This design comes from an exercise in tuning for small area, a short achievable clock period and few clock cycles per item on the open sky130 flow, not from production work.
No functional check of the RTL was part of any run shown here.
Power figures rest on the tool's default switching activity, not on a simulated workload.

### constraint.sdc
create_clock -name core_clock -period 8.0 [get_ports {clk}]
set_input_delay 1.6000 -clock core_clock [delete_from_list [all_inputs] [get_ports {clk}]]
set_output_delay 1.6000 -clock core_clock [all_outputs]
set_load 0.01 [all_outputs]
### config.mk
export PLATFORM = sky130hd
export DESIGN_NAME = tcp_synack_reply_builder
export DESIGN_NICKNAME = tcp_synack_reply_builder
export VERILOG_FILES = /design/flow/design.v
export SDC_FILE = /design/flow/constraint.sdc
export NUM_CORES = 4
export LEC_CHECK = 0
export ABC_AREA = 0
export CAP_MARGIN = 20
export CORE_MARGIN = 2
export CORE_UTILIZATION = 40
export SETUP_SLACK_MARGIN = 3.9
export SLEW_MARGIN = 20
### flow/run.sh
#!/bin/bash
# Standard ORFS layout (the standard.sh), with the port buffers that
# buffer_ports inserts made sky130_fd_sc_hd__buf_1 instead of its default pick.
set -uo pipefail
bash standard.sh BUFFER_PORTS_ARGS="-buffer_cell sky130_fd_sc_hd__buf_1" finish > standard_make.log 2>&1
status=$?
tail -50 standard_make.log
exit $status
### design.v
module tcp_synack_reply_builder (
  input  logic         clk,
  input  logic         rst,
  input  logic         in_valid,
  output logic         in_stall,
  input  logic [271:0] in_data,
  output logic         out_valid,
  input  logic         out_stall,
  output logic [256:0] out_data,
  input  logic         psel,
  input  logic         penable,
  input  logic         pwrite,
  input  logic [2:0]   paddr,
  input  logic [31:0]  pwdata,
  output logic [31:0]  prdata,
  output logic         pready
);
  function automatic logic [15:0] eac_add(input logic [15:0] x, input logic [15:0] y);
    logic [15:0] g, p, gg, pp, c;
    logic cin;
    g = x & y; p = x ^ y; gg = g; pp = p;
    for (int l = 0; l < 4; l++)
      for (int i = 0; i < 16; i++)
        if ((i >> l) & 1) begin
          gg[i] = gg[i] | (pp[i] & gg[((i >> l) << l) - 1]);
          pp[i] = pp[i] & pp[((i >> l) << l) - 1];
        end
    cin = gg[15];
    c[0] = cin;
    for (int i = 1; i < 16; i++) c[i] = gg[i-1] | (pp[i-1] & cin);
    eac_add = p ^ c;
  endfunction
  function automatic logic [15:0] eac_add0(input logic [15:0] x, input logic [15:0] y);
    logic [15:0] g, p, gg, pp, c;
    logic cin;
    g = x & y; p = x ^ y; gg = g; pp = p;
    for (int l = 0; l < 4; l++)
      for (int i = 0; i < 16; i++)
        if ((i >> l) & 1) begin
          gg[i] = gg[i] | (pp[i] & gg[((i >> l) << l) - 1]);
          pp[i] = pp[i] & pp[((i >> l) << l) - 1];
        end
    cin = gg[15] | pp[15];
    c[0] = cin;
    for (int i = 1; i < 16; i++) c[i] = gg[i-1] | (pp[i-1] & cin);
    eac_add0 = p ^ c;
  endfunction
  function automatic logic [15:0] eac_add0_ks(input logic [15:0] x, input logic [15:0] y);
    logic [15:0] p, gg, pp, g2, p2;
    p = x ^ y; gg = x & y; pp = p;
    for (int l = 0; l < 4; l++) begin
      for (int i = 0; i < 16; i++) begin
        g2[i] = gg[i] | (pp[i] & gg[(i + 16 - (1 << l)) % 16]);
        p2[i] = pp[i] & pp[(i + 16 - (1 << l)) % 16];
      end
      gg = g2; pp = p2;
    end
    for (int i = 0; i < 16; i++) eac_add0_ks[i] = p[i] ^ (gg[(i + 15) % 16] | pp[(i + 15) % 16]);
  endfunction
  function automatic logic [15:0] eac_add_ks(input logic [15:0] x, input logic [15:0] y);
    logic [15:0] p, gg, pp, g2, p2;
    p = x ^ y; gg = x & y; pp = p;
    for (int l = 0; l < 4; l++) begin
      for (int i = 0; i < 16; i++) begin
        g2[i] = gg[i] | (pp[i] & gg[(i + 16 - (1 << l)) % 16]);
        p2[i] = pp[i] & pp[(i + 16 - (1 << l)) % 16];
      end
      gg = g2; pp = p2;
    end
    for (int i = 0; i < 16; i++) eac_add_ks[i] = p[i] ^ gg[(i + 15) % 16];
  endfunction
  logic [15:0] local_port;
  logic [15:0] server_port;
  logic        wr_en;
  assign pready = 1'b1;
  assign wr_en  = psel && penable && pwrite;
  assign prdata = {16'd0, paddr[2] ? server_port : local_port};
  always_ff @(posedge clk) begin
    if (rst) begin
      local_port  <= 16'd0;
      server_port <= 16'd80;
    end else if (wr_en) begin
      if (paddr[2]) server_port <= pwdata[15:0];
      else          local_port  <= pwdata[15:0];
    end
  end
  localparam logic [15:0] TcpK = 16'h502B;
  localparam logic [15:0] CfgWRst = 16'h507B;   
  logic [15:0] cfg_o, cfg_u, cfg_v, cfg_m, cfg_w;
  assign cfg_o = paddr[2] ? local_port : server_port;
  assign cfg_u = pwdata[15:0] ^ cfg_o ^ TcpK;
  assign cfg_m = (pwdata[15:0] & cfg_o) | (pwdata[15:0] & TcpK) | (cfg_o & TcpK);
  assign cfg_v = {cfg_m[14:0], cfg_m[15]};
  always_ff @(posedge clk) begin
    if (rst)        cfg_w <= CfgWRst;
    else if (wr_en) cfg_w <= eac_add_ks(cfg_u, cfg_v);
  end
  logic [47:0] dmac, smac;
  logic [15:0] etype, dport;
  logic [7:0]  proto, flags;
  logic [31:0] sip, dip, seq_in, ack_in;
  assign {dmac, smac, etype, proto, sip, dip, dport, seq_in, ack_in, flags} = in_data;
  logic [15:0] sip_hi, sip_lo, dip_hi, dip_lo, ack_hi, ack_lo, seq_hi, seq_lo;
  assign {sip_hi, sip_lo} = sip;
  assign {dip_hi, dip_lo} = dip;
  assign {ack_hi, ack_lo} = ack_in;
  assign {seq_hi, seq_lo} = seq_in;
  logic match;
  assign match = (etype == 16'h0800) && (proto == 8'h06) && (dport == local_port) &&
                 (flags[5:0] == 6'h12);
  logic [31:0] ack_next;
  logic [31:0] seq_pre;
  always_comb begin
    seq_pre = seq_in;
    for (int l = 0; l < 5; l++)
      for (int i = 0; i < 32; i++)
        if ((i >> l) & 1) seq_pre[i] = seq_pre[i] & seq_pre[((i >> l) << l) - 1];
  end
  assign ack_next = seq_in ^ {seq_pre[30:0], 1'b1};
  logic seq_wrap;
  assign seq_wrap = &seq_in;
  logic [15:0] sh_s, sh_m;
  assign sh_s[0] = sip_hi[0] ^ sip_lo[0] ^ dip_hi[0];
  assign sh_m[0] = (sip_hi[0] & sip_lo[0]) | (sip_hi[0] & dip_hi[0]) | (sip_lo[0] & dip_hi[0]);
  assign sh_s[1] = sip_hi[1] ^ sip_lo[1] ^ dip_hi[1];
  assign sh_m[1] = (sip_hi[1] & sip_lo[1]) | (sip_hi[1] & dip_hi[1]) | (sip_lo[1] & dip_hi[1]);
  assign sh_s[2] = sip_hi[2] ^ sip_lo[2] ^ dip_hi[2];
  assign sh_m[2] = (sip_hi[2] & sip_lo[2]) | (sip_hi[2] & dip_hi[2]) | (sip_lo[2] & dip_hi[2]);
  assign sh_s[3] = sip_hi[3] ^ sip_lo[3] ^ dip_hi[3];
  assign sh_m[3] = (sip_hi[3] & sip_lo[3]) | (sip_hi[3] & dip_hi[3]) | (sip_lo[3] & dip_hi[3]);
  assign sh_s[4] = sip_hi[4] ^ sip_lo[4] ^ dip_hi[4];
  assign sh_m[4] = (sip_hi[4] & sip_lo[4]) | (sip_hi[4] & dip_hi[4]) | (sip_lo[4] & dip_hi[4]);
  assign sh_s[5] = sip_hi[5] ^ sip_lo[5] ^ dip_hi[5];
  assign sh_m[5] = (sip_hi[5] & sip_lo[5]) | (sip_hi[5] & dip_hi[5]) | (sip_lo[5] & dip_hi[5]);
  assign sh_s[6] = sip_hi[6] ^ sip_lo[6] ^ dip_hi[6];
  assign sh_m[6] = (sip_hi[6] & sip_lo[6]) | (sip_hi[6] & dip_hi[6]) | (sip_lo[6] & dip_hi[6]);
  assign sh_s[7] = sip_hi[7] ^ sip_lo[7] ^ dip_hi[7];
  assign sh_m[7] = (sip_hi[7] & sip_lo[7]) | (sip_hi[7] & dip_hi[7]) | (sip_lo[7] & dip_hi[7]);
  assign sh_s[8] = sip_hi[8] ^ sip_lo[8] ^ dip_hi[8];
  assign sh_m[8] = (sip_hi[8] & sip_lo[8]) | (sip_hi[8] & dip_hi[8]) | (sip_lo[8] & dip_hi[8]);
  assign sh_s[9] = sip_hi[9] ^ sip_lo[9] ^ dip_hi[9];
  assign sh_m[9] = (sip_hi[9] & sip_lo[9]) | (sip_hi[9] & dip_hi[9]) | (sip_lo[9] & dip_hi[9]);
  assign sh_s[10] = sip_hi[10] ^ sip_lo[10] ^ dip_hi[10];
  assign sh_m[10] = (sip_hi[10] & sip_lo[10]) | (sip_hi[10] & dip_hi[10]) | (sip_lo[10] & dip_hi[10]);
  assign sh_s[11] = sip_hi[11] ^ sip_lo[11] ^ dip_hi[11];
  assign sh_m[11] = (sip_hi[11] & sip_lo[11]) | (sip_hi[11] & dip_hi[11]) | (sip_lo[11] & dip_hi[11]);
  assign sh_s[12] = sip_hi[12] ^ sip_lo[12] ^ dip_hi[12];
  assign sh_m[12] = (sip_hi[12] & sip_lo[12]) | (sip_hi[12] & dip_hi[12]) | (sip_lo[12] & dip_hi[12]);
  assign sh_s[13] = sip_hi[13] ^ sip_lo[13] ^ dip_hi[13];
  assign sh_m[13] = (sip_hi[13] & sip_lo[13]) | (sip_hi[13] & dip_hi[13]) | (sip_lo[13] & dip_hi[13]);
  assign sh_s[14] = sip_hi[14] ^ sip_lo[14] ^ dip_hi[14];
  assign sh_m[14] = (sip_hi[14] & sip_lo[14]) | (sip_hi[14] & dip_hi[14]) | (sip_lo[14] & dip_hi[14]);
  assign sh_s[15] = sip_hi[15] ^ sip_lo[15] ^ dip_hi[15];
  assign sh_m[15] = (sip_hi[15] & sip_lo[15]) | (sip_hi[15] & dip_hi[15]) | (sip_lo[15] & dip_hi[15]);
  logic ip_s1, ip_c2;
  logic ip_s3, ip_c4;
  logic ip_s5, ip_c6;
  logic ip_s7, ip_c8;
  logic ip_s9, ip_c10;
  logic ip_s11, ip_c12;
  logic ip_s13, ip_c14;
  logic ip_s15, ip_c16;
  logic ip_s17, ip_c18;
  logic ip_s19, ip_c20;
  logic ip_s21, ip_c22;
  logic ip_s23, ip_c24;
  logic ip_s25, ip_c26;
  logic ip_s27, ip_c28;
  logic ip_s29, ip_c30;
  logic ip_s31, ip_c32;
  logic ip_s33, ip_c34;
  logic ip_s35, ip_c36;
  logic ip_s37, ip_c38;
  logic ip_s39, ip_c40;
  logic ip_s41, ip_c42;
  logic ip_s43, ip_c44;
  logic ip_s45, ip_c46;
  logic ip_s47, ip_c48;
  logic ip_s49, ip_c50;
  logic ip_s51, ip_c52;
  logic ip_s53, ip_c54;
  logic ip_s55, ip_c56;
  logic ip_s57, ip_c58;
  logic ip_s59, ip_c60;
  logic ip_s61, ip_c62;
  logic ip_s63, ip_c64;
  logic tcp_s65, tcp_c66;
  logic tcp_s67, tcp_c68;
  logic tcp_s69, tcp_c70;
  logic tcp_s71, tcp_c72;
  logic tcp_s73, tcp_c74;
  logic tcp_s75, tcp_c76;
  logic tcp_s77, tcp_c78;
  logic tcp_s79, tcp_c80;
  logic tcp_s81, tcp_c82;
  logic tcp_s83, tcp_c84;
  logic tcp_s85, tcp_c86;
  logic tcp_s87, tcp_c88;
  logic tcp_s89, tcp_c90;
  logic tcp_s91, tcp_c92;
  logic tcp_s93, tcp_c94;
  logic tcp_s95, tcp_c96;
  logic tcp_s97, tcp_c98;
  logic tcp_s99, tcp_c100;
  logic tcp_s101, tcp_c102;
  logic tcp_s103, tcp_c104;
  logic tcp_s105, tcp_c106;
  logic tcp_s107, tcp_c108;
  logic tcp_s109, tcp_c110;
  logic tcp_s111, tcp_c112;
  logic tcp_s113, tcp_c114;
  logic tcp_s115, tcp_c116;
  logic tcp_s117, tcp_c118;
  logic tcp_s119, tcp_c120;
  logic tcp_s121, tcp_c122;
  logic tcp_s123, tcp_c124;
  logic tcp_s125, tcp_c126;
  logic tcp_s127, tcp_c128;
  logic tcp_s129, tcp_c130;
  logic tcp_s131, tcp_c132;
  logic tcp_s133, tcp_c134;
  logic tcp_s135, tcp_c136;
  logic tcp_s137, tcp_c138;
  logic tcp_s139, tcp_c140;
  logic tcp_s141, tcp_c142;
  logic tcp_s143, tcp_c144;
  logic tcp_s145, tcp_c146;
  logic tcp_s147, tcp_c148;
  logic tcp_s149, tcp_c150;
  logic tcp_s151, tcp_c152;
  logic tcp_s153, tcp_c154;
  logic tcp_s155, tcp_c156;
  logic tcp_s157, tcp_c158;
  logic tcp_s159, tcp_c160;
  logic tcp_s161, tcp_c162;
  logic tcp_s163, tcp_c164;
  logic tcp_s165, tcp_c166;
  logic tcp_s167, tcp_c168;
  logic tcp_s169, tcp_c170;
  logic tcp_s171, tcp_c172;
  logic tcp_s173, tcp_c174;
  logic tcp_s175, tcp_c176;
  logic tcp_s177, tcp_c178;
  logic tcp_s179, tcp_c180;
  logic tcp_s181, tcp_c182;
  logic tcp_s183, tcp_c184;
  logic tcp_s185, tcp_c186;
  logic tcp_s187, tcp_c188;
  logic tcp_s189, tcp_c190;
  logic tcp_s191, tcp_c192;
  logic tcp_s193, tcp_c194;
  logic tcp_s195, tcp_c196;
  logic tcp_s197, tcp_c198;
  logic tcp_s199, tcp_c200;
  logic tcp_s201, tcp_c202;
  logic tcp_s203, tcp_c204;
  logic tcp_s205, tcp_c206;
  logic tcp_s207, tcp_c208;
  logic tcp_s209, tcp_c210;
  logic tcp_s211, tcp_c212;
  logic tcp_s213, tcp_c214;
  logic tcp_s215, tcp_c216;
  logic tcp_s217, tcp_c218;
  logic tcp_s219, tcp_c220;
  logic tcp_s221, tcp_c222;
  logic tcp_s223, tcp_c224;
  logic tcp_s225, tcp_c226;
  logic tcp_s227, tcp_c228;
  logic tcp_s229, tcp_c230;
  logic tcp_s231, tcp_c232;
  logic tcp_s233, tcp_c234;
  logic tcp_s235, tcp_c236;
  logic tcp_s237, tcp_c238;
  logic tcp_s239, tcp_c240;
  logic tcp_s241, tcp_c242;
  logic tcp_s243, tcp_c244;
  logic tcp_s245, tcp_c246;
  logic tcp_s247, tcp_c248;
  logic tcp_s249, tcp_c250;
  logic tcp_s251, tcp_c252;
  logic tcp_s253, tcp_c254;
  logic tcp_s255, tcp_c256;
  assign ip_s1 = 1'b1 ^ dip_lo[0] ^ sh_s[0];
  assign ip_c2 = (1'b1 & dip_lo[0]) | (1'b1 & sh_s[0]) | (dip_lo[0] & sh_s[0]);
  assign ip_s3 = 1'b1 ^ dip_lo[1] ^ sh_s[1];
  assign ip_c4 = (1'b1 & dip_lo[1]) | (1'b1 & sh_s[1]) | (dip_lo[1] & sh_s[1]);
  assign ip_s5 = 1'b1 ^ dip_lo[2] ^ sh_s[2];
  assign ip_c6 = (1'b1 & dip_lo[2]) | (1'b1 & sh_s[2]) | (dip_lo[2] & sh_s[2]);
  assign ip_s7 = 1'b1 ^ dip_lo[3] ^ sh_s[3];
  assign ip_c8 = (1'b1 & dip_lo[3]) | (1'b1 & sh_s[3]) | (dip_lo[3] & sh_s[3]);
  assign ip_s9 = 1'b0 ^ dip_lo[4] ^ sh_s[4];
  assign ip_c10 = (1'b0 & dip_lo[4]) | (1'b0 & sh_s[4]) | (dip_lo[4] & sh_s[4]);
  assign ip_s11 = 1'b1 ^ dip_lo[5] ^ sh_s[5];
  assign ip_c12 = (1'b1 & dip_lo[5]) | (1'b1 & sh_s[5]) | (dip_lo[5] & sh_s[5]);
  assign ip_s13 = 1'b0 ^ dip_lo[6] ^ sh_s[6];
  assign ip_c14 = (1'b0 & dip_lo[6]) | (1'b0 & sh_s[6]) | (dip_lo[6] & sh_s[6]);
  assign ip_s15 = 1'b0 ^ dip_lo[7] ^ sh_s[7];
  assign ip_c16 = (1'b0 & dip_lo[7]) | (1'b0 & sh_s[7]) | (dip_lo[7] & sh_s[7]);
  assign ip_s17 = 1'b0 ^ dip_lo[8] ^ sh_s[8];
  assign ip_c18 = (1'b0 & dip_lo[8]) | (1'b0 & sh_s[8]) | (dip_lo[8] & sh_s[8]);
  assign ip_s19 = 1'b0 ^ dip_lo[9] ^ sh_s[9];
  assign ip_c20 = (1'b0 & dip_lo[9]) | (1'b0 & sh_s[9]) | (dip_lo[9] & sh_s[9]);
  assign ip_s21 = 1'b1 ^ dip_lo[10] ^ sh_s[10];
  assign ip_c22 = (1'b1 & dip_lo[10]) | (1'b1 & sh_s[10]) | (dip_lo[10] & sh_s[10]);
  assign ip_s23 = 1'b0 ^ dip_lo[11] ^ sh_s[11];
  assign ip_c24 = (1'b0 & dip_lo[11]) | (1'b0 & sh_s[11]) | (dip_lo[11] & sh_s[11]);
  assign ip_s25 = 1'b0 ^ dip_lo[12] ^ sh_s[12];
  assign ip_c26 = (1'b0 & dip_lo[12]) | (1'b0 & sh_s[12]) | (dip_lo[12] & sh_s[12]);
  assign ip_s27 = 1'b0 ^ dip_lo[13] ^ sh_s[13];
  assign ip_c28 = (1'b0 & dip_lo[13]) | (1'b0 & sh_s[13]) | (dip_lo[13] & sh_s[13]);
  assign ip_s29 = 1'b1 ^ dip_lo[14] ^ sh_s[14];
  assign ip_c30 = (1'b1 & dip_lo[14]) | (1'b1 & sh_s[14]) | (dip_lo[14] & sh_s[14]);
  assign ip_s31 = 1'b0 ^ dip_lo[15] ^ sh_s[15];
  assign ip_c32 = (1'b0 & dip_lo[15]) | (1'b0 & sh_s[15]) | (dip_lo[15] & sh_s[15]);
  assign ip_s33 = sh_m[15] ^ ip_s1 ^ ip_c32;
  assign ip_c34 = (sh_m[15] & ip_s1) | (sh_m[15] & ip_c32) | (ip_s1 & ip_c32);
  assign ip_s35 = sh_m[0] ^ ip_c2 ^ ip_s3;
  assign ip_c36 = (sh_m[0] & ip_c2) | (sh_m[0] & ip_s3) | (ip_c2 & ip_s3);
  assign ip_s37 = sh_m[1] ^ ip_c4 ^ ip_s5;
  assign ip_c38 = (sh_m[1] & ip_c4) | (sh_m[1] & ip_s5) | (ip_c4 & ip_s5);
  assign ip_s39 = sh_m[2] ^ ip_c6 ^ ip_s7;
  assign ip_c40 = (sh_m[2] & ip_c6) | (sh_m[2] & ip_s7) | (ip_c6 & ip_s7);
  assign ip_s41 = sh_m[3] ^ ip_c8 ^ ip_s9;
  assign ip_c42 = (sh_m[3] & ip_c8) | (sh_m[3] & ip_s9) | (ip_c8 & ip_s9);
  assign ip_s43 = sh_m[4] ^ ip_c10 ^ ip_s11;
  assign ip_c44 = (sh_m[4] & ip_c10) | (sh_m[4] & ip_s11) | (ip_c10 & ip_s11);
  assign ip_s45 = sh_m[5] ^ ip_c12 ^ ip_s13;
  assign ip_c46 = (sh_m[5] & ip_c12) | (sh_m[5] & ip_s13) | (ip_c12 & ip_s13);
  assign ip_s47 = sh_m[6] ^ ip_c14 ^ ip_s15;
  assign ip_c48 = (sh_m[6] & ip_c14) | (sh_m[6] & ip_s15) | (ip_c14 & ip_s15);
  assign ip_s49 = sh_m[7] ^ ip_c16 ^ ip_s17;
  assign ip_c50 = (sh_m[7] & ip_c16) | (sh_m[7] & ip_s17) | (ip_c16 & ip_s17);
  assign ip_s51 = sh_m[8] ^ ip_c18 ^ ip_s19;
  assign ip_c52 = (sh_m[8] & ip_c18) | (sh_m[8] & ip_s19) | (ip_c18 & ip_s19);
  assign ip_s53 = sh_m[9] ^ ip_c20 ^ ip_s21;
  assign ip_c54 = (sh_m[9] & ip_c20) | (sh_m[9] & ip_s21) | (ip_c20 & ip_s21);
  assign ip_s55 = sh_m[10] ^ ip_c22 ^ ip_s23;
  assign ip_c56 = (sh_m[10] & ip_c22) | (sh_m[10] & ip_s23) | (ip_c22 & ip_s23);
  assign ip_s57 = sh_m[11] ^ ip_c24 ^ ip_s25;
  assign ip_c58 = (sh_m[11] & ip_c24) | (sh_m[11] & ip_s25) | (ip_c24 & ip_s25);
  assign ip_s59 = sh_m[12] ^ ip_c26 ^ ip_s27;
  assign ip_c60 = (sh_m[12] & ip_c26) | (sh_m[12] & ip_s27) | (ip_c26 & ip_s27);
  assign ip_s61 = sh_m[13] ^ ip_c28 ^ ip_s29;
  assign ip_c62 = (sh_m[13] & ip_c28) | (sh_m[13] & ip_s29) | (ip_c28 & ip_s29);
  assign ip_s63 = sh_m[14] ^ ip_c30 ^ ip_s31;
  assign ip_c64 = (sh_m[14] & ip_c30) | (sh_m[14] & ip_s31) | (ip_c30 & ip_s31);
  assign tcp_s65 = cfg_w[0] ^ dip_lo[0] ^ ack_hi[0];
  assign tcp_c66 = (cfg_w[0] & dip_lo[0]) | (cfg_w[0] & ack_hi[0]) | (dip_lo[0] & ack_hi[0]);
  assign tcp_s67 = ack_lo[0] ^ seq_hi[0] ^ seq_lo[0];
  assign tcp_c68 = (ack_lo[0] & seq_hi[0]) | (ack_lo[0] & seq_lo[0]) | (seq_hi[0] & seq_lo[0]);
  assign tcp_s69 = cfg_w[1] ^ dip_lo[1] ^ ack_hi[1];
  assign tcp_c70 = (cfg_w[1] & dip_lo[1]) | (cfg_w[1] & ack_hi[1]) | (dip_lo[1] & ack_hi[1]);
  assign tcp_s71 = ack_lo[1] ^ seq_hi[1] ^ seq_lo[1];
  assign tcp_c72 = (ack_lo[1] & seq_hi[1]) | (ack_lo[1] & seq_lo[1]) | (seq_hi[1] & seq_lo[1]);
  assign tcp_s73 = cfg_w[2] ^ dip_lo[2] ^ ack_hi[2];
  assign tcp_c74 = (cfg_w[2] & dip_lo[2]) | (cfg_w[2] & ack_hi[2]) | (dip_lo[2] & ack_hi[2]);
  assign tcp_s75 = ack_lo[2] ^ seq_hi[2] ^ seq_lo[2];
  assign tcp_c76 = (ack_lo[2] & seq_hi[2]) | (ack_lo[2] & seq_lo[2]) | (seq_hi[2] & seq_lo[2]);
  assign tcp_s77 = cfg_w[3] ^ dip_lo[3] ^ ack_hi[3];
  assign tcp_c78 = (cfg_w[3] & dip_lo[3]) | (cfg_w[3] & ack_hi[3]) | (dip_lo[3] & ack_hi[3]);
  assign tcp_s79 = ack_lo[3] ^ seq_hi[3] ^ seq_lo[3];
  assign tcp_c80 = (ack_lo[3] & seq_hi[3]) | (ack_lo[3] & seq_lo[3]) | (seq_hi[3] & seq_lo[3]);
  assign tcp_s81 = cfg_w[4] ^ dip_lo[4] ^ ack_hi[4];
  assign tcp_c82 = (cfg_w[4] & dip_lo[4]) | (cfg_w[4] & ack_hi[4]) | (dip_lo[4] & ack_hi[4]);
  assign tcp_s83 = ack_lo[4] ^ seq_hi[4] ^ seq_lo[4];
  assign tcp_c84 = (ack_lo[4] & seq_hi[4]) | (ack_lo[4] & seq_lo[4]) | (seq_hi[4] & seq_lo[4]);
  assign tcp_s85 = cfg_w[5] ^ dip_lo[5] ^ ack_hi[5];
  assign tcp_c86 = (cfg_w[5] & dip_lo[5]) | (cfg_w[5] & ack_hi[5]) | (dip_lo[5] & ack_hi[5]);
  assign tcp_s87 = ack_lo[5] ^ seq_hi[5] ^ seq_lo[5];
  assign tcp_c88 = (ack_lo[5] & seq_hi[5]) | (ack_lo[5] & seq_lo[5]) | (seq_hi[5] & seq_lo[5]);
  assign tcp_s89 = cfg_w[6] ^ dip_lo[6] ^ ack_hi[6];
  assign tcp_c90 = (cfg_w[6] & dip_lo[6]) | (cfg_w[6] & ack_hi[6]) | (dip_lo[6] & ack_hi[6]);
  assign tcp_s91 = ack_lo[6] ^ seq_hi[6] ^ seq_lo[6];
  assign tcp_c92 = (ack_lo[6] & seq_hi[6]) | (ack_lo[6] & seq_lo[6]) | (seq_hi[6] & seq_lo[6]);
  assign tcp_s93 = cfg_w[7] ^ dip_lo[7] ^ ack_hi[7];
  assign tcp_c94 = (cfg_w[7] & dip_lo[7]) | (cfg_w[7] & ack_hi[7]) | (dip_lo[7] & ack_hi[7]);
  assign tcp_s95 = ack_lo[7] ^ seq_hi[7] ^ seq_lo[7];
  assign tcp_c96 = (ack_lo[7] & seq_hi[7]) | (ack_lo[7] & seq_lo[7]) | (seq_hi[7] & seq_lo[7]);
  assign tcp_s97 = cfg_w[8] ^ dip_lo[8] ^ ack_hi[8];
  assign tcp_c98 = (cfg_w[8] & dip_lo[8]) | (cfg_w[8] & ack_hi[8]) | (dip_lo[8] & ack_hi[8]);
  assign tcp_s99 = ack_lo[8] ^ seq_hi[8] ^ seq_lo[8];
  assign tcp_c100 = (ack_lo[8] & seq_hi[8]) | (ack_lo[8] & seq_lo[8]) | (seq_hi[8] & seq_lo[8]);
  assign tcp_s101 = cfg_w[9] ^ dip_lo[9] ^ ack_hi[9];
  assign tcp_c102 = (cfg_w[9] & dip_lo[9]) | (cfg_w[9] & ack_hi[9]) | (dip_lo[9] & ack_hi[9]);
  assign tcp_s103 = ack_lo[9] ^ seq_hi[9] ^ seq_lo[9];
  assign tcp_c104 = (ack_lo[9] & seq_hi[9]) | (ack_lo[9] & seq_lo[9]) | (seq_hi[9] & seq_lo[9]);
  assign tcp_s105 = cfg_w[10] ^ dip_lo[10] ^ ack_hi[10];
  assign tcp_c106 = (cfg_w[10] & dip_lo[10]) | (cfg_w[10] & ack_hi[10]) | (dip_lo[10] & ack_hi[10]);
  assign tcp_s107 = ack_lo[10] ^ seq_hi[10] ^ seq_lo[10];
  assign tcp_c108 = (ack_lo[10] & seq_hi[10]) | (ack_lo[10] & seq_lo[10]) | (seq_hi[10] & seq_lo[10]);
  assign tcp_s109 = cfg_w[11] ^ dip_lo[11] ^ ack_hi[11];
  assign tcp_c110 = (cfg_w[11] & dip_lo[11]) | (cfg_w[11] & ack_hi[11]) | (dip_lo[11] & ack_hi[11]);
  assign tcp_s111 = ack_lo[11] ^ seq_hi[11] ^ seq_lo[11];
  assign tcp_c112 = (ack_lo[11] & seq_hi[11]) | (ack_lo[11] & seq_lo[11]) | (seq_hi[11] & seq_lo[11]);
  assign tcp_s113 = cfg_w[12] ^ dip_lo[12] ^ ack_hi[12];
  assign tcp_c114 = (cfg_w[12] & dip_lo[12]) | (cfg_w[12] & ack_hi[12]) | (dip_lo[12] & ack_hi[12]);
  assign tcp_s115 = ack_lo[12] ^ seq_hi[12] ^ seq_lo[12];
  assign tcp_c116 = (ack_lo[12] & seq_hi[12]) | (ack_lo[12] & seq_lo[12]) | (seq_hi[12] & seq_lo[12]);
  assign tcp_s117 = cfg_w[13] ^ dip_lo[13] ^ ack_hi[13];
  assign tcp_c118 = (cfg_w[13] & dip_lo[13]) | (cfg_w[13] & ack_hi[13]) | (dip_lo[13] & ack_hi[13]);
  assign tcp_s119 = ack_lo[13] ^ seq_hi[13] ^ seq_lo[13];
  assign tcp_c120 = (ack_lo[13] & seq_hi[13]) | (ack_lo[13] & seq_lo[13]) | (seq_hi[13] & seq_lo[13]);
  assign tcp_s121 = cfg_w[14] ^ dip_lo[14] ^ ack_hi[14];
  assign tcp_c122 = (cfg_w[14] & dip_lo[14]) | (cfg_w[14] & ack_hi[14]) | (dip_lo[14] & ack_hi[14]);
  assign tcp_s123 = ack_lo[14] ^ seq_hi[14] ^ seq_lo[14];
  assign tcp_c124 = (ack_lo[14] & seq_hi[14]) | (ack_lo[14] & seq_lo[14]) | (seq_hi[14] & seq_lo[14]);
  assign tcp_s125 = cfg_w[15] ^ dip_lo[15] ^ ack_hi[15];
  assign tcp_c126 = (cfg_w[15] & dip_lo[15]) | (cfg_w[15] & ack_hi[15]) | (dip_lo[15] & ack_hi[15]);
  assign tcp_s127 = ack_lo[15] ^ seq_hi[15] ^ seq_lo[15];
  assign tcp_c128 = (ack_lo[15] & seq_hi[15]) | (ack_lo[15] & seq_lo[15]) | (seq_hi[15] & seq_lo[15]);
  assign tcp_s129 = sh_s[0] ^ sh_m[15] ^ tcp_s65;
  assign tcp_c130 = (sh_s[0] & sh_m[15]) | (sh_s[0] & tcp_s65) | (sh_m[15] & tcp_s65);
  assign tcp_s131 = tcp_s67 ^ tcp_c126 ^ tcp_c128;
  assign tcp_c132 = (tcp_s67 & tcp_c126) | (tcp_s67 & tcp_c128) | (tcp_c126 & tcp_c128);
  assign tcp_s133 = sh_s[1] ^ sh_m[0] ^ tcp_c66;
  assign tcp_c134 = (sh_s[1] & sh_m[0]) | (sh_s[1] & tcp_c66) | (sh_m[0] & tcp_c66);
  assign tcp_s135 = tcp_c68 ^ tcp_s69 ^ tcp_s71;
  assign tcp_c136 = (tcp_c68 & tcp_s69) | (tcp_c68 & tcp_s71) | (tcp_s69 & tcp_s71);
  assign tcp_s137 = sh_s[2] ^ sh_m[1] ^ tcp_c70;
  assign tcp_c138 = (sh_s[2] & sh_m[1]) | (sh_s[2] & tcp_c70) | (sh_m[1] & tcp_c70);
  assign tcp_s139 = tcp_c72 ^ tcp_s73 ^ tcp_s75;
  assign tcp_c140 = (tcp_c72 & tcp_s73) | (tcp_c72 & tcp_s75) | (tcp_s73 & tcp_s75);
  assign tcp_s141 = sh_s[3] ^ sh_m[2] ^ tcp_c74;
  assign tcp_c142 = (sh_s[3] & sh_m[2]) | (sh_s[3] & tcp_c74) | (sh_m[2] & tcp_c74);
  assign tcp_s143 = tcp_c76 ^ tcp_s77 ^ tcp_s79;
  assign tcp_c144 = (tcp_c76 & tcp_s77) | (tcp_c76 & tcp_s79) | (tcp_s77 & tcp_s79);
  assign tcp_s145 = sh_s[4] ^ sh_m[3] ^ tcp_c78;
  assign tcp_c146 = (sh_s[4] & sh_m[3]) | (sh_s[4] & tcp_c78) | (sh_m[3] & tcp_c78);
  assign tcp_s147 = tcp_c80 ^ tcp_s81 ^ tcp_s83;
  assign tcp_c148 = (tcp_c80 & tcp_s81) | (tcp_c80 & tcp_s83) | (tcp_s81 & tcp_s83);
  assign tcp_s149 = sh_s[5] ^ sh_m[4] ^ tcp_c82;
  assign tcp_c150 = (sh_s[5] & sh_m[4]) | (sh_s[5] & tcp_c82) | (sh_m[4] & tcp_c82);
  assign tcp_s151 = tcp_c84 ^ tcp_s85 ^ tcp_s87;
  assign tcp_c152 = (tcp_c84 & tcp_s85) | (tcp_c84 & tcp_s87) | (tcp_s85 & tcp_s87);
  assign tcp_s153 = sh_s[6] ^ sh_m[5] ^ tcp_c86;
  assign tcp_c154 = (sh_s[6] & sh_m[5]) | (sh_s[6] & tcp_c86) | (sh_m[5] & tcp_c86);
  assign tcp_s155 = tcp_c88 ^ tcp_s89 ^ tcp_s91;
  assign tcp_c156 = (tcp_c88 & tcp_s89) | (tcp_c88 & tcp_s91) | (tcp_s89 & tcp_s91);
  assign tcp_s157 = sh_s[7] ^ sh_m[6] ^ tcp_c90;
  assign tcp_c158 = (sh_s[7] & sh_m[6]) | (sh_s[7] & tcp_c90) | (sh_m[6] & tcp_c90);
  assign tcp_s159 = tcp_c92 ^ tcp_s93 ^ tcp_s95;
  assign tcp_c160 = (tcp_c92 & tcp_s93) | (tcp_c92 & tcp_s95) | (tcp_s93 & tcp_s95);
  assign tcp_s161 = sh_s[8] ^ sh_m[7] ^ tcp_c94;
  assign tcp_c162 = (sh_s[8] & sh_m[7]) | (sh_s[8] & tcp_c94) | (sh_m[7] & tcp_c94);
  assign tcp_s163 = tcp_c96 ^ tcp_s97 ^ tcp_s99;
  assign tcp_c164 = (tcp_c96 & tcp_s97) | (tcp_c96 & tcp_s99) | (tcp_s97 & tcp_s99);
  assign tcp_s165 = sh_s[9] ^ sh_m[8] ^ tcp_c98;
  assign tcp_c166 = (sh_s[9] & sh_m[8]) | (sh_s[9] & tcp_c98) | (sh_m[8] & tcp_c98);
  assign tcp_s167 = tcp_c100 ^ tcp_s101 ^ tcp_s103;
  assign tcp_c168 = (tcp_c100 & tcp_s101) | (tcp_c100 & tcp_s103) | (tcp_s101 & tcp_s103);
  assign tcp_s169 = sh_s[10] ^ sh_m[9] ^ tcp_c102;
  assign tcp_c170 = (sh_s[10] & sh_m[9]) | (sh_s[10] & tcp_c102) | (sh_m[9] & tcp_c102);
  assign tcp_s171 = tcp_c104 ^ tcp_s105 ^ tcp_s107;
  assign tcp_c172 = (tcp_c104 & tcp_s105) | (tcp_c104 & tcp_s107) | (tcp_s105 & tcp_s107);
  assign tcp_s173 = sh_s[11] ^ sh_m[10] ^ tcp_c106;
  assign tcp_c174 = (sh_s[11] & sh_m[10]) | (sh_s[11] & tcp_c106) | (sh_m[10] & tcp_c106);
  assign tcp_s175 = tcp_c108 ^ tcp_s109 ^ tcp_s111;
  assign tcp_c176 = (tcp_c108 & tcp_s109) | (tcp_c108 & tcp_s111) | (tcp_s109 & tcp_s111);
  assign tcp_s177 = sh_s[12] ^ sh_m[11] ^ tcp_c110;
  assign tcp_c178 = (sh_s[12] & sh_m[11]) | (sh_s[12] & tcp_c110) | (sh_m[11] & tcp_c110);
  assign tcp_s179 = tcp_c112 ^ tcp_s113 ^ tcp_s115;
  assign tcp_c180 = (tcp_c112 & tcp_s113) | (tcp_c112 & tcp_s115) | (tcp_s113 & tcp_s115);
  assign tcp_s181 = sh_s[13] ^ sh_m[12] ^ tcp_c114;
  assign tcp_c182 = (sh_s[13] & sh_m[12]) | (sh_s[13] & tcp_c114) | (sh_m[12] & tcp_c114);
  assign tcp_s183 = tcp_c116 ^ tcp_s117 ^ tcp_s119;
  assign tcp_c184 = (tcp_c116 & tcp_s117) | (tcp_c116 & tcp_s119) | (tcp_s117 & tcp_s119);
  assign tcp_s185 = sh_s[14] ^ sh_m[13] ^ tcp_c118;
  assign tcp_c186 = (sh_s[14] & sh_m[13]) | (sh_s[14] & tcp_c118) | (sh_m[13] & tcp_c118);
  assign tcp_s187 = tcp_c120 ^ tcp_s121 ^ tcp_s123;
  assign tcp_c188 = (tcp_c120 & tcp_s121) | (tcp_c120 & tcp_s123) | (tcp_s121 & tcp_s123);
  assign tcp_s189 = sh_s[15] ^ sh_m[14] ^ tcp_c122;
  assign tcp_c190 = (sh_s[15] & sh_m[14]) | (sh_s[15] & tcp_c122) | (sh_m[14] & tcp_c122);
  assign tcp_s191 = tcp_c124 ^ tcp_s125 ^ tcp_s127;
  assign tcp_c192 = (tcp_c124 & tcp_s125) | (tcp_c124 & tcp_s127) | (tcp_s125 & tcp_s127);
  assign tcp_s193 = tcp_s129 ^ tcp_s131 ^ tcp_c190;
  assign tcp_c194 = (tcp_s129 & tcp_s131) | (tcp_s129 & tcp_c190) | (tcp_s131 & tcp_c190);
  assign tcp_s195 = tcp_c130 ^ tcp_c132 ^ tcp_s133;
  assign tcp_c196 = (tcp_c130 & tcp_c132) | (tcp_c130 & tcp_s133) | (tcp_c132 & tcp_s133);
  assign tcp_s197 = tcp_c134 ^ tcp_c136 ^ tcp_s137;
  assign tcp_c198 = (tcp_c134 & tcp_c136) | (tcp_c134 & tcp_s137) | (tcp_c136 & tcp_s137);
  assign tcp_s199 = tcp_c138 ^ tcp_c140 ^ tcp_s141;
  assign tcp_c200 = (tcp_c138 & tcp_c140) | (tcp_c138 & tcp_s141) | (tcp_c140 & tcp_s141);
  assign tcp_s201 = tcp_c142 ^ tcp_c144 ^ tcp_s145;
  assign tcp_c202 = (tcp_c142 & tcp_c144) | (tcp_c142 & tcp_s145) | (tcp_c144 & tcp_s145);
  assign tcp_s203 = tcp_c146 ^ tcp_c148 ^ tcp_s149;
  assign tcp_c204 = (tcp_c146 & tcp_c148) | (tcp_c146 & tcp_s149) | (tcp_c148 & tcp_s149);
  assign tcp_s205 = tcp_c150 ^ tcp_c152 ^ tcp_s153;
  assign tcp_c206 = (tcp_c150 & tcp_c152) | (tcp_c150 & tcp_s153) | (tcp_c152 & tcp_s153);
  assign tcp_s207 = tcp_c154 ^ tcp_c156 ^ tcp_s157;
  assign tcp_c208 = (tcp_c154 & tcp_c156) | (tcp_c154 & tcp_s157) | (tcp_c156 & tcp_s157);
  assign tcp_s209 = tcp_c158 ^ tcp_c160 ^ tcp_s161;
  assign tcp_c210 = (tcp_c158 & tcp_c160) | (tcp_c158 & tcp_s161) | (tcp_c160 & tcp_s161);
  assign tcp_s211 = tcp_c162 ^ tcp_c164 ^ tcp_s165;
  assign tcp_c212 = (tcp_c162 & tcp_c164) | (tcp_c162 & tcp_s165) | (tcp_c164 & tcp_s165);
  assign tcp_s213 = tcp_c166 ^ tcp_c168 ^ tcp_s169;
  assign tcp_c214 = (tcp_c166 & tcp_c168) | (tcp_c166 & tcp_s169) | (tcp_c168 & tcp_s169);
  assign tcp_s215 = tcp_c170 ^ tcp_c172 ^ tcp_s173;
  assign tcp_c216 = (tcp_c170 & tcp_c172) | (tcp_c170 & tcp_s173) | (tcp_c172 & tcp_s173);
  assign tcp_s217 = tcp_c174 ^ tcp_c176 ^ tcp_s177;
  assign tcp_c218 = (tcp_c174 & tcp_c176) | (tcp_c174 & tcp_s177) | (tcp_c176 & tcp_s177);
  assign tcp_s219 = tcp_c178 ^ tcp_c180 ^ tcp_s181;
  assign tcp_c220 = (tcp_c178 & tcp_c180) | (tcp_c178 & tcp_s181) | (tcp_c180 & tcp_s181);
  assign tcp_s221 = tcp_c182 ^ tcp_c184 ^ tcp_s185;
  assign tcp_c222 = (tcp_c182 & tcp_c184) | (tcp_c182 & tcp_s185) | (tcp_c184 & tcp_s185);
  assign tcp_s223 = tcp_c186 ^ tcp_c188 ^ tcp_s189;
  assign tcp_c224 = (tcp_c186 & tcp_c188) | (tcp_c186 & tcp_s189) | (tcp_c188 & tcp_s189);
  assign tcp_s225 = tcp_c192 ^ tcp_s193 ^ tcp_c224;
  assign tcp_c226 = (tcp_c192 & tcp_s193) | (tcp_c192 & tcp_c224) | (tcp_s193 & tcp_c224);
  assign tcp_s227 = tcp_s135 ^ tcp_c194 ^ tcp_s195;
  assign tcp_c228 = (tcp_s135 & tcp_c194) | (tcp_s135 & tcp_s195) | (tcp_c194 & tcp_s195);
  assign tcp_s229 = tcp_s139 ^ tcp_c196 ^ tcp_s197;
  assign tcp_c230 = (tcp_s139 & tcp_c196) | (tcp_s139 & tcp_s197) | (tcp_c196 & tcp_s197);
  assign tcp_s231 = tcp_s143 ^ tcp_c198 ^ tcp_s199;
  assign tcp_c232 = (tcp_s143 & tcp_c198) | (tcp_s143 & tcp_s199) | (tcp_c198 & tcp_s199);
  assign tcp_s233 = tcp_s147 ^ tcp_c200 ^ tcp_s201;
  assign tcp_c234 = (tcp_s147 & tcp_c200) | (tcp_s147 & tcp_s201) | (tcp_c200 & tcp_s201);
  assign tcp_s235 = tcp_s151 ^ tcp_c202 ^ tcp_s203;
  assign tcp_c236 = (tcp_s151 & tcp_c202) | (tcp_s151 & tcp_s203) | (tcp_c202 & tcp_s203);
  assign tcp_s237 = tcp_s155 ^ tcp_c204 ^ tcp_s205;
  assign tcp_c238 = (tcp_s155 & tcp_c204) | (tcp_s155 & tcp_s205) | (tcp_c204 & tcp_s205);
  assign tcp_s239 = tcp_s159 ^ tcp_c206 ^ tcp_s207;
  assign tcp_c240 = (tcp_s159 & tcp_c206) | (tcp_s159 & tcp_s207) | (tcp_c206 & tcp_s207);
  assign tcp_s241 = tcp_s163 ^ tcp_c208 ^ tcp_s209;
  assign tcp_c242 = (tcp_s163 & tcp_c208) | (tcp_s163 & tcp_s209) | (tcp_c208 & tcp_s209);
  assign tcp_s243 = tcp_s167 ^ tcp_c210 ^ tcp_s211;
  assign tcp_c244 = (tcp_s167 & tcp_c210) | (tcp_s167 & tcp_s211) | (tcp_c210 & tcp_s211);
  assign tcp_s245 = tcp_s171 ^ tcp_c212 ^ tcp_s213;
  assign tcp_c246 = (tcp_s171 & tcp_c212) | (tcp_s171 & tcp_s213) | (tcp_c212 & tcp_s213);
  assign tcp_s247 = tcp_s175 ^ tcp_c214 ^ tcp_s215;
  assign tcp_c248 = (tcp_s175 & tcp_c214) | (tcp_s175 & tcp_s215) | (tcp_c214 & tcp_s215);
  assign tcp_s249 = tcp_s179 ^ tcp_c216 ^ tcp_s217;
  assign tcp_c250 = (tcp_s179 & tcp_c216) | (tcp_s179 & tcp_s217) | (tcp_c216 & tcp_s217);
  assign tcp_s251 = tcp_s183 ^ tcp_c218 ^ tcp_s219;
  assign tcp_c252 = (tcp_s183 & tcp_c218) | (tcp_s183 & tcp_s219) | (tcp_c218 & tcp_s219);
  assign tcp_s253 = tcp_s187 ^ tcp_c220 ^ tcp_s221;
  assign tcp_c254 = (tcp_s187 & tcp_c220) | (tcp_s187 & tcp_s221) | (tcp_c220 & tcp_s221);
  assign tcp_s255 = tcp_s191 ^ tcp_c222 ^ tcp_s223;
  assign tcp_c256 = (tcp_s191 & tcp_c222) | (tcp_s191 & tcp_s223) | (tcp_c222 & tcp_s223);
  logic [15:0] ip_a, ip_b, tcp_a, tcp_b;
  assign ip_a = {ip_c62, ip_c60, ip_c58, ip_c56, ip_c54, ip_c52, ip_c50, ip_c48, ip_c46, ip_c44, ip_c42, ip_c40, ip_c38, ip_c36, ip_c34, ip_s33};
  assign ip_b = {ip_s63, ip_s61, ip_s59, ip_s57, ip_s55, ip_s53, ip_s51, ip_s49, ip_s47, ip_s45, ip_s43, ip_s41, ip_s39, ip_s37, ip_s35, ip_c64};
  assign tcp_a = {tcp_c254, tcp_c252, tcp_c250, tcp_c248, tcp_c246, tcp_c244, tcp_c242, tcp_c240, tcp_c238, tcp_c236, tcp_c234, tcp_c232, tcp_c230, tcp_c228, tcp_c226, tcp_s225};
  assign tcp_b = {tcp_s255, tcp_s253, tcp_s251, tcp_s249, tcp_s247, tcp_s245, tcp_s243, tcp_s241, tcp_s239, tcp_s237, tcp_s235, tcp_s233, tcp_s231, tcp_s229, tcp_s227, tcp_c256};
  logic [15:0] tcp_x, tcp_y, tcp_hs, tcp_hc;
  assign tcp_x  = ~tcp_a;
  assign tcp_y  = ~tcp_b;
  assign tcp_hs = tcp_x ^ tcp_y ^ {15'd0, seq_wrap};
  assign tcp_hc = (tcp_x & tcp_y) | ({15'd0, seq_wrap} & (tcp_x ^ tcp_y));
  logic [15:0] ipx, ipy, tcx, tcy, ip_bs, tcp_bs;
  logic [3:0] ip_bc, tcp_bc;
  assign ipx = ~ip_a;
  assign ipy = ~ip_b;
  assign tcx = ~tcp_a;
  assign tcy = ~tcp_b;
  assign {ip_bc[0], ip_bs[3:0]} = {1'b0, ipx[3:0]} + {1'b0, ipy[3:0]};
  assign {ip_bc[1], ip_bs[7:4]} = {1'b0, ipx[7:4]} + {1'b0, ipy[7:4]};
  assign {ip_bc[2], ip_bs[11:8]} = {1'b0, ipx[11:8]} + {1'b0, ipy[11:8]};
  assign {ip_bc[3], ip_bs[15:12]} = {1'b0, ipx[15:12]} + {1'b0, ipy[15:12]};
  assign {tcp_bc[0], tcp_bs[3:0]} = {1'b0, tcx[3:0]} + {1'b0, tcy[3:0]} + {4'd0, seq_wrap};
  assign {tcp_bc[1], tcp_bs[7:4]} = {1'b0, tcx[7:4]} + {1'b0, tcy[7:4]};
  assign {tcp_bc[2], tcp_bs[11:8]} = {1'b0, tcx[11:8]} + {1'b0, tcy[11:8]};
  assign {tcp_bc[3], tcp_bs[15:12]} = {1'b0, tcx[15:12]} + {1'b0, tcy[15:12]};
  localparam int W = 1 + 48 + 48 + 32 + 32 + 32 + 32 + 2 * 20;
  logic         ld;
  logic [W-1:0] nxt, q;
  assign ld       = !out_valid || !out_stall;
  assign in_stall = !ld;
  assign nxt = {1'b1, smac, dmac, dip, sip, ack_in, ack_next, ip_bs, ip_bc, tcp_bs, tcp_bc};
  always_ff @(posedge clk) begin
    if (rst)     out_valid <= 1'b0;
    else if (ld) out_valid <= in_valid;
  end
  logic ld_m, hold;
  logic [W-1:0] q_d;
  assign ld_m = ld && match;
  assign hold = !ld;
  assign q_d = (nxt & {W{ld_m}}) | (q & {W{hold}});
  always_ff @(posedge clk) begin
    q <= q_d;
  end
  logic        q_send;
  logic [47:0] q_dmac, q_smac;
  logic [31:0] q_sip, q_dip, q_seq, q_ack;
  logic [15:0] q_ips, q_tcps, q_ipc, q_tcpc;
  logic [3:0] q_ipbc, q_tcpbc;
  assign {q_send, q_dmac, q_smac, q_sip, q_dip, q_seq, q_ack, q_ips, q_ipbc, q_tcps, q_tcpbc} = q;
  assign q_ipc = {1'b0, 1'b0, 1'b0, q_ipbc[2], 1'b0, 1'b0, 1'b0, q_ipbc[1], 1'b0, 1'b0, 1'b0, q_ipbc[0], 1'b0, 1'b0, 1'b0, q_ipbc[3]};
  assign q_tcpc = {1'b0, 1'b0, 1'b0, q_tcpbc[2], 1'b0, 1'b0, 1'b0, q_tcpbc[1], 1'b0, 1'b0, 1'b0, q_tcpbc[0], 1'b0, 1'b0, 1'b0, q_tcpbc[3]};
  assign out_data = {q_send, q_dmac, q_smac, q_sip, q_dip, eac_add0_ks(q_ips, q_ipc),
                     q_seq, q_ack, eac_add0_ks(q_tcps, q_tcpc)};
endmodule
### standard.sh
#!/bin/bash
# synth_recipe.tcl (not shown) runs the flow's synth.tcl, then flattens the netlist and writes it again
# the make line also repeats each setting of config.mk as NAME=value (left out here)
make -C /OpenROAD-flow-scripts/flow DESIGN_CONFIG=/design/flow/config.mk WORK_HOME=/design/flow/orfs CLKGATE_MAP_FILE= SYNTH_SCRIPT=/design/flow/synth_recipe.tcl "${@:-finish}"
==> key figures, run 1 <==
Finish
  • Post-layout util: 46.8%
  • Most frequent cells in the layout: nand2_1 (533), buf_1 (498), dfxtp_1 (304), inv_1 (211), o21ai_0 (173)
  • Final Cell Area: 24,700 sq um
  • Fillers: 5,200
  • Layout area overhead: 15.4%
  • Share of cells above drive strength 1: 15.6%
  • Fin cells: 3,496
  • Total Nets Final: 3,319
  • Multi-input logic area: 12,400 sq um
  • Commonest non-fill, non-tap cell in the layout: nand2_1
  • Register area: 6310 sq um

Timing
  • Final setup fails: 0
  • Endpoints failing hold: 0
  • Smallest hold slack: 0.450 ns
  • Peak Freq: 222 MHz
  • Total negative slack: 0 ns
  • Final period util: 56.3%
  • Final Max Tran Viols: 0
  • Setup clock skew after layout: 0.0233 ns
  • Worst-Margin Slew: 1.07 ns
  • Max-Slew Margin vs Limit: 28.9%
  • Final min period: 4.51 ns
  • Unrepaired setup endpoints after global routing: true

Min path
  • Hold EP: q[63]$_DFF_P_
  • Worst hold start: q[63]$_DFF_P_
  • Hold crit path type: reg -> reg
  • WHS Path Cells: 2

GRT
  • First-pass GRT wire length: 102,000 um
  • Remaining global-route overflow: 0
  • Largest net degree at the start of global routing: 107
  • Number of global-route vias before repair: 17,400
  • Initial antenna violation count: 2
  • GR Util All Layers: 23.5%

Critical path
  • RR Startpoint: cfg_w[0]$_SDFFE_PP1P_
  • Slowest stage delay, CP: 0.53 ns
  • CP Capture Type: flop
  • CP Launch Type: input pin
  • Reg2Reg Setup Slack: 4.35 ns
  • R2R cell count: 12
  • Highest-delay cell along the critical path: fa_1
  • Critical Path AT: 4.92 ns
  • Worst R2R End: q[0]$_DFF_P_
  • Critical-path cell list: buf_1, inv_2, fa_1, inv_1, fa_1, fa_1, inv_2, fa_1, inv_1, fa_2, inv_2, fa_2, a21o_1, a21oi_2, o31ai_1
  • CP Max Fanout: 2
  • Worst path required time: 8.42 ns
  • Worst setup path class: in -> reg
  • CP most frequent cell: fa_1
  • Worst Path Buf+Inv: 6
  • Family with the most delay on the worst path: adder cells

Die
  • FP Rows: 84
  • DIE HEIGHT: 235 um
  • Initial Util: 40.6%
  • Die width: 235 um
  • Die ar.: 55,300 sq um
  • # IOs: 606
  • Core box area: 52,700 sq um

Placement
  • Port Buf Inserts: 568
  • Area post-placement: 22,400 sq um
  • DP Cell Count: 3,393
  • Post-DP HPWL: 53,300 um
  • RD Place Congestion: 0.916

Route
  • DRC violations left: 0
  • Number of DRC markers in iteration 0: 1,015
  • DR vias: 17,600
  • Via/cell ratio: 5.03
  • Initial DRT Pass Iterations: 5
  • Routed wire length: 67,300 um
  • ANT nets after route: 0
  • Wirelength per Cell: 19.2 um

Logic synthesis
  • Main synth FF type: dfxtp_1
  • Synthesized area per cell: 8.61 sq um
  • Seq/Total Area, Yosys: 29.4%
  • Synth Warn #: 1
  • Post-synthesis async set-or-reset flop share: 0%
  • Post-Synthesis Cells: 2,484
  • Number of synthesized flops with an enable pin: 1
  • Yosys reg bits: 314
  • Area of the mapped netlist: 21,400 sq um
  • Netlist cell types: 69

CTS
  • CTS buffer count: 39
  • Reg clk slew, reported paths: 0.06 ns
  • CTS tree: built
  • H-tree Lvls: 2
  • Clock root cell: clkbuf_16
  • Max clock buf depth: 3
  • Clock Latency Late Sink: 0.56 ns
  • CTS Sinks: 314

Power
  • Leak: 10.2 nW
  • Worst vdd ir: 0.179 mV
  • P per Cell Area: 229 nW/um^2

Flow run
  • Maxcap violations: 0

Status
  • Status: timing/DRC/antenna clean
==> repair_timing <==
item / CTS / global route
endpoints found under the hold margin: 0 / 0
hold buffers: 0 / 0
pin swaps: 43 / 58
gates resized for setup: 140 / 111
setup endpoints to repair: 68 / 60
buffers inserted: 18 / 12
==> flip-flops by register name, summed over array words and instances, names as in the netlist, named ones only <==
register,flops
q,264
server_port,16
cfg_w,16
local_port,16
out_valid,1
==> per-layer routing <==
| metal | GRT usage (%) | vias to the layer above | wire [um] |
|---|---|---|---|
| li1 | - | 8493 | - |
| met1 | 30.4 | 8466 | 28900 |
| met2 | 40.6 | 540 | 32900 |
| met3 | 3.76 | 83 | 3710 |
| met4 | 6.23 | 0 | 1760 |
| met5 | 0 | - | 0 |
==> cell type report <==
type | instances | share of cell area (%)
multi-input combinational | 1554 | 50.4
sequential | 314 | 25.6
timing repair buffer | 611 | 10.8
clock buffer | 53 | 4.59
inverter | 256 | 4.04
tap | 688 | 3.49
clock inverter | 18 | 1.04
antenna | 2 | 0.0203
==> synth_stat cells (27+ instances only) <==
cell / count / area share (%)
o31ai_4: 50 / 5.0
dfxtp_1: 313 / 29
o21ai_0: 185 / 4.3
ha_1: 92 / 5.4
inv_1: 256 / 4.5
o31ai_1: 61 / 2.1
xnor2_1: 50 / 2.0
clkbuf_1: 112 / 2.0
a21oi_1: 78 / 1.8
nor2_1: 38 / 0.67
nand2_1: 536 / 9.4
mux2_2: 27 / 1.4
buf_4: 242 / 8.5
nand3_1: 27 / 0.63
xor2_1: 36 / 1.5
fa_1: 137 / 13
==> how the worst max path moves through the flow <==
| stage | startpoint | to | depth (start not counted) |
|---|---|---|---|
| final | in_data[104] | q[0]$_DFF_P_ | 15 |
| after global routing | in_data[104] | q[0]$_DFF_P_ | 15 |
| after CTS | in_data[104] | q[0]$_DFF_P_ | 15 |
| after detailed placement | in_data[119] | q[0]$_DFF_P_ | 13 |
| after global placement | in_data[119] | q[0]$_DFF_P_ | 13 |
| after floorplan | in_data[120] | q[5]$_DFF_P_ | 13 |
==> stage by stage <==
step	power (mW)	setup WS, ns
finish	5.66	3.49
global route	6.02	3.40
CTS	5.57	3.52
detailed placement	3.53	2.62
global placement	3.48	2.65
floorplan	2.99	3.26
==> power breakdown <==
part / leakage, nW / internal [mW] / total, mW / switching (mW)
clock: 0.680 / 1.19 / 1.92 / 0.728
combinational: 7.01 / 0.985 / 2.16 / 1.18
sequential: 2.54 / 1.57 / 1.58 / 0.00755
==> worst register-to-register path, cell delays in order, from the launching register on <==
cell and delay (ns):
dfxtp_1 0.40, fa_1 0.46, fa_1 0.56, fa_1 0.52, inv_2 0.04, fa_1 0.44, inv_1 0.08, fa_2 0.19
inv_2 0.04, fa_2 0.34, a21o_1 0.19, a21oi_2 0.15, o31ai_1 0.07
==> cell families after synthesis <==
logic type / after synthesis / share of synthesized area (%)
compound gates: 458 / 16.4
xor+xnor: 86 / 3.52
fa+ha+maj: 229 / 18.2
buf+inv: 631 / 15.6
flops: 314 / 29.4
mux: 36 / 1.84
other cells: 2 / 0.0351
simple gates: 728 / 14.9
==> run 2, diff against run 1 <==
--- a/design.v
+++ b/design.v
@@ -558,7 +558,3 @@
   assign {ip_bc[3], ip_bs[15:12]} = {1'b0, ipx[15:12]} + {1'b0, ipy[15:12]};
-  assign {tcp_bc[0], tcp_bs[3:0]} = {1'b0, tcx[3:0]} + {1'b0, tcy[3:0]} + {4'd0, seq_wrap};
-  assign {tcp_bc[1], tcp_bs[7:4]} = {1'b0, tcx[7:4]} + {1'b0, tcy[7:4]};
-  assign {tcp_bc[2], tcp_bs[11:8]} = {1'b0, tcx[11:8]} + {1'b0, tcy[11:8]};
-  assign {tcp_bc[3], tcp_bs[15:12]} = {1'b0, tcx[15:12]} + {1'b0, tcy[15:12]};
-  localparam int W = 1 + 48 + 48 + 32 + 32 + 32 + 32 + 2 * 20;
+  localparam int W = 1 + 48 + 48 + 32 + 32 + 32 + 32 + 20 + 32;
   logic         ld;
@@ -567,3 +563,3 @@
   assign in_stall = !ld;
-  assign nxt = {1'b1, smac, dmac, dip, sip, ack_in, ack_next, ip_bs, ip_bc, tcp_bs, tcp_bc};
+  assign nxt = {1'b1, smac, dmac, dip, sip, ack_in, ack_next, ip_bs, ip_bc, tcp_hs, {tcp_hc[14:0], tcp_hc[15]}};
   always_ff @(posedge clk) begin
@@ -585,5 +581,5 @@
   logic [3:0] q_ipbc, q_tcpbc;
-  assign {q_send, q_dmac, q_smac, q_sip, q_dip, q_seq, q_ack, q_ips, q_ipbc, q_tcps, q_tcpbc} = q;
+  assign {q_send, q_dmac, q_smac, q_sip, q_dip, q_seq, q_ack, q_ips, q_ipbc, q_tcps, q_tcpc} = q;
+  assign q_tcpbc = '0;
   assign q_ipc = {1'b0, 1'b0, 1'b0, q_ipbc[2], 1'b0, 1'b0, 1'b0, q_ipbc[1], 1'b0, 1'b0, 1'b0, q_ipbc[0], 1'b0, 1'b0, 1'b0, q_ipbc[3]};
-  assign q_tcpc = {1'b0, 1'b0, 1'b0, q_tcpbc[2], 1'b0, 1'b0, 1'b0, q_tcpbc[1], 1'b0, 1'b0, 1'b0, q_tcpbc[0], 1'b0, 1'b0, 1'b0, q_tcpbc[3]};
   assign out_data = {q_send, q_dmac, q_smac, q_sip, q_dip, eac_add0_ks(q_ips, q_ipc),
==> run 2 against run 1 <==
Effect of this change:
- critical path type unchanged
- final cell count increased by 2.5%
- register-to-register slack gained 0.39 ns
- critical endpoint is now q[16]$_DFF_P_
- still clean on timing, DRC and antenna
- cell area fell by 0.74%
- area after synthesis barely moved
- first-iteration DRC count grew 1.8%
- combinational power decreased by 39%
==> key figures, run 2 <==
Logic synthesis
  • Number of synthesized flops with an enable pin: 1
  • Post-synthesis async set-or-reset flop share: 0%
  • Synthesized area per cell: 8.28 sq um
  • Yosys reg bits: 326
  • Top cells by area, synth: dfxtp_1 (30%), fa_1 (12%), nand2_1 (11%)
  • Synth Warn #: 1
  • Netlist cell types: 58
  • Post-synth top cells: nand2_1 (604), dfxtp_1 (325), inv_1 (261), o21ai_0 (246), buf_4 (242)
  • Synth area leader: dfxtp_1
  • Seq/Total Area, Yosys: 30.6%
  • Synth top area share: 30.4%
  • Main synth FF type: dfxtp_1
  • Area of the mapped netlist: 21,400 sq um
  • Post-Synthesis Cells: 2,582
  • Most instantiated library cell after synthesis: nand2_1

Finish
  • Reg with most FFs: q
  • Total Nets Final: 3,415
  • Commonest non-fill, non-tap cell in the layout: nand2_1
  • Layout area overhead: 14.5%
  • Multi-input logic area: 12,300 sq um
  • Final Cell Area: 24,500 sq um
  • Post-layout util: 46.4%
  • Largest register FFs: 276
  • Register area: 6560 sq um
  • Share of cells above drive strength 1: 9.99%
  • Most frequent cells in the layout: nand2_1 (598), buf_1 (544), dfxtp_1 (308), inv_1 (252), o21ai_0 (205)
  • Fillers: 5,321

Timing
  • Final WS setup: 3.87 ns
  • Final setup fails: 0
  • Setup clock skew after layout: 0.0175 ns
  • Max-Slew Margin vs Limit: 13.6%
  • Final period util: 51.6%
  • Peak Freq: 242 MHz
  • Worst-Margin Slew: 1.30 ns
  • Endpoints failing hold: 0
  • Final min period: 4.13 ns
  • Final Max Tran Viols: 0
  • Smallest hold slack: 0.448 ns
  • Total negative slack: 0 ns
  • Unrepaired setup endpoints after global routing: true

Critical path
  • CP Capture Type: flop
  • Slowest stage delay, CP: 0.62 ns
  • RR Startpoint: out_valid$_SDFFE_PP0N_
  • Critical Path AT: 4.55 ns
  • Reg2Reg Setup Slack: 4.74 ns
  • Critical-path cell list: buf_8, fa_2, inv_2, fa_2, inv_2, fa_2, fa_1, inv_2, fa_1, nand2_1, o21ai_1
  • Highest-delay cell along the critical path: fa_2
  • Worst setup path class: in -> reg
  • R2R cell count: 6
  • CP Max Fanout: 2
  • Family with the most delay on the worst path: adder cells
  • Worst path required time: 8.42 ns
  • CP Launch Type: input pin
  • Worst R2R End: q[224]$_DFF_P_
  • Worst Path Buf+Inv: 4

GRT
  • Largest net degree at the start of global routing: 204
  • Number of global-route vias before repair: 17,500
  • GR Util All Layers: 24.3%
  • Initial antenna violation count: 3
  • First-pass GRT wire length: 105,000 um
  • Remaining global-route overflow: 0

Power
  • Pint: 3.25 mW
  • Comb pwr share: 27.5%
  • Switching share of power: 32.3%
  • P per Cell Area: 196 nW/um^2
  • Clock group share of total power: 38.3%
  • Seq pwr share: 34.1%
  • Net Sw Power: 1.55 mW
  • Worst vdd ir: 0.135 mV
  • Leak: 10.2 nW

Route
  • Wirelength per Cell: 19.4 um
  • DRC violations left: 0
  • Via/cell ratio: 5.01
  • DR vias: 18,000
  • Initial DRT Pass Iterations: 5
  • ANT nets after route: 0
  • Number of DRC markers in iteration 0: 1,033
  • Routed wire length: 69,700 um

Die
  • Die width: 235 um
  • # IOs: 606
  • DIE HEIGHT: 235 um
  • Initial Util: 40.5%
  • Core box area: 52,800 sq um
  • FP Rows: 84
  • Die ar.: 55,300 sq um

Min path
  • WHS Path Cells: 2
  • Hold EP: q[70]$_DFF_P_
  • Worst hold start: q[70]$_DFF_P_
  • Hold crit path type: reg -> reg

CTS
  • CTS buffer count: 40
  • CTS Sinks: 326
  • Hold_buf cts: 0
  • Reg clk slew, reported paths: 0.06 ns
  • Clock Latency Late Sink: 0.58 ns
  • H-tree Lvls: 2
  • Max clock buf depth: 3
  • Clock root cell: clkbuf_16
  • CTS tree: built

Status
  • Status: timing/DRC/antenna clean

Placement
  • DP Worst Slack: 2.86 ns
  • Port Buf Inserts: 568
  • RD Place Congestion: 0.909
  • Post-DP HPWL: 53,200 um
  • Area post-placement: 22,300 sq um

Flow run
  • Maxcap violations: 0
[run 2: changes by cell type after synthesis, moves of 11 or more]
cell | before | now
nand2_1 | 536 | 604
o21ai_0 | 185 | 246
o31ai_4 | 50 | 20
a21oi_1 | 78 | 94
nand3_1 | 27 | 14
dfxtp_1 | 313 | 325
ha_1 | 92 | 104
nor2_1 | 38 | 49
[run 2: area by class of cell]
| type | count | area share (%) |
|---|---|---|
| repair buffers | 592 | 9.84 |
| repair inverters | 1 | 0.0358 |
| clock buffers | 56 | 4.58 |
| clock inverters | 16 | 0.797 |
| flip-flops and latches | 326 | 26.8 |
| diodes | 3 | 0.0307 |
| well taps | 688 | 3.52 |
| inverters | 262 | 4.14 |
| multi-input cells | 1641 | 50.3 |
[run 2: power by group through the flow]
stage                     Combinational, mW  Clock (mW)  Sequential, mW
final                                  1.32        1.84            1.64
after global placement                 1.29           0            1.67
after global routing                   1.55        1.95            1.64
after floorplan                       0.922           0            1.67
after CTS                              1.33        1.89            1.64
after detailed placement               1.30           0            1.68
[run 2: through the flow]
step                power, mW  cells
floorplan                2.59   2597
global placement         2.96   3491
detailed placement       2.98   3491
CTS                      4.85   3568
global route             5.14   3583
finish                   4.81   3585
[run 2: cells by family (layout without fill, tap and decap cells)]
| kind of cell | Yosys count | in the layout | synth area share, % |
|---|---|---|---|
| other | 2 | 20 | 0.0351 |
| AOI/OAI and AO/OA | 495 | 495 | 14.9 |
| xor gates and xnor gates | 85 | 85 | 3.48 |
| and+or+nand+nor | 765 | 767 | 14.9 |
| muxes | 40 | 40 | 2.02 |
| buffers and inverters | 632 | 927 | 15.6 |
| adders and majority gates | 237 | 237 | 18.5 |
| DFF | 326 | 326 | 30.6 |
[run 2: worst max-delay path by stage]
stage / from / to / slack (ns) / cells after the start
after global placement: paddr[2] / cfg_w[14]$_SDFFE_PP1P_ / 2.87 / 10
after global routing: in_data[104] / q[16]$_DFF_P_ / 3.79 / 11
after detailed placement: paddr[2] / cfg_w[14]$_SDFFE_PP1P_ / 2.86 / 10
after CTS: q[27]$_DFF_P_ / out_data[9] / 3.80 / 7
final: in_data[104] / q[16]$_DFF_P_ / 3.87 / 11
after floorplan: in_data[24] / q[16]$_DFF_P_ / 3.63 / 10
[run 2: routing by layer]
layer  global-route usage, %  part of all wire, %  vias to the layer above
met2                    42.6                   49                      591
li1                        -                    -                     8739
met1                    31.1                   43                     8538
met3                    4.68                  5.7                       83
met5                       0                0.019                        -
met4                    5.10                  2.0                        2
[run 2: tightest hold or removal path, cell delays in order (launching register included)]
cell and delay, ns:
dfxtp_1 0.32, nand2_1 0.05, o31ai_1 0.05
[run 2: repair_timing]
action / CTS / global route
pin swaps: 4 / 36
gates cloned: 3 / 0
setup buffers: 2 / 14
setup endpoints to repair: 176 / 37
gates resized for setup: 100 / 104

==> static timing again, ports no longer ideal <==
Ports are ideal in the flow. The routed layouts listed here were re-timed in OpenROAD. Step 1 (the two cells are an assumption about what drives the block):
set clk [get_ports {clk}]
set_driving_cell -lib_cell sky130_fd_sc_hd__clkbuf_16 $clk
set_driving_cell -lib_cell sky130_fd_sc_hd__buf_2 [delete_from_list [all_inputs] $clk]
Step 2, shift: input delay + t, output delay - t, t = (earliest + latest rising clock arrival at the registers) / 2. This alone moves slack from input paths to output paths. a / b / c = ideal / step 1 / step 2; a / b = the first two.
run | shift t [ns] | setup WS [ns] | hold slack, ns | worst setup path at the end | worst data-port slew with drivers (ns)
run 1 | 0.611 | 3.494 / 3.497 / 2.885 | 0.450 / 0.450 / 0.450 | input to register | 0.12
run 2 | 0.621 | 3.871 / 3.883 / 3.262 | 0.448 / 0.448 / 0.448 | input to register | 0.12
After both steps every run listed still meets setup and hold.
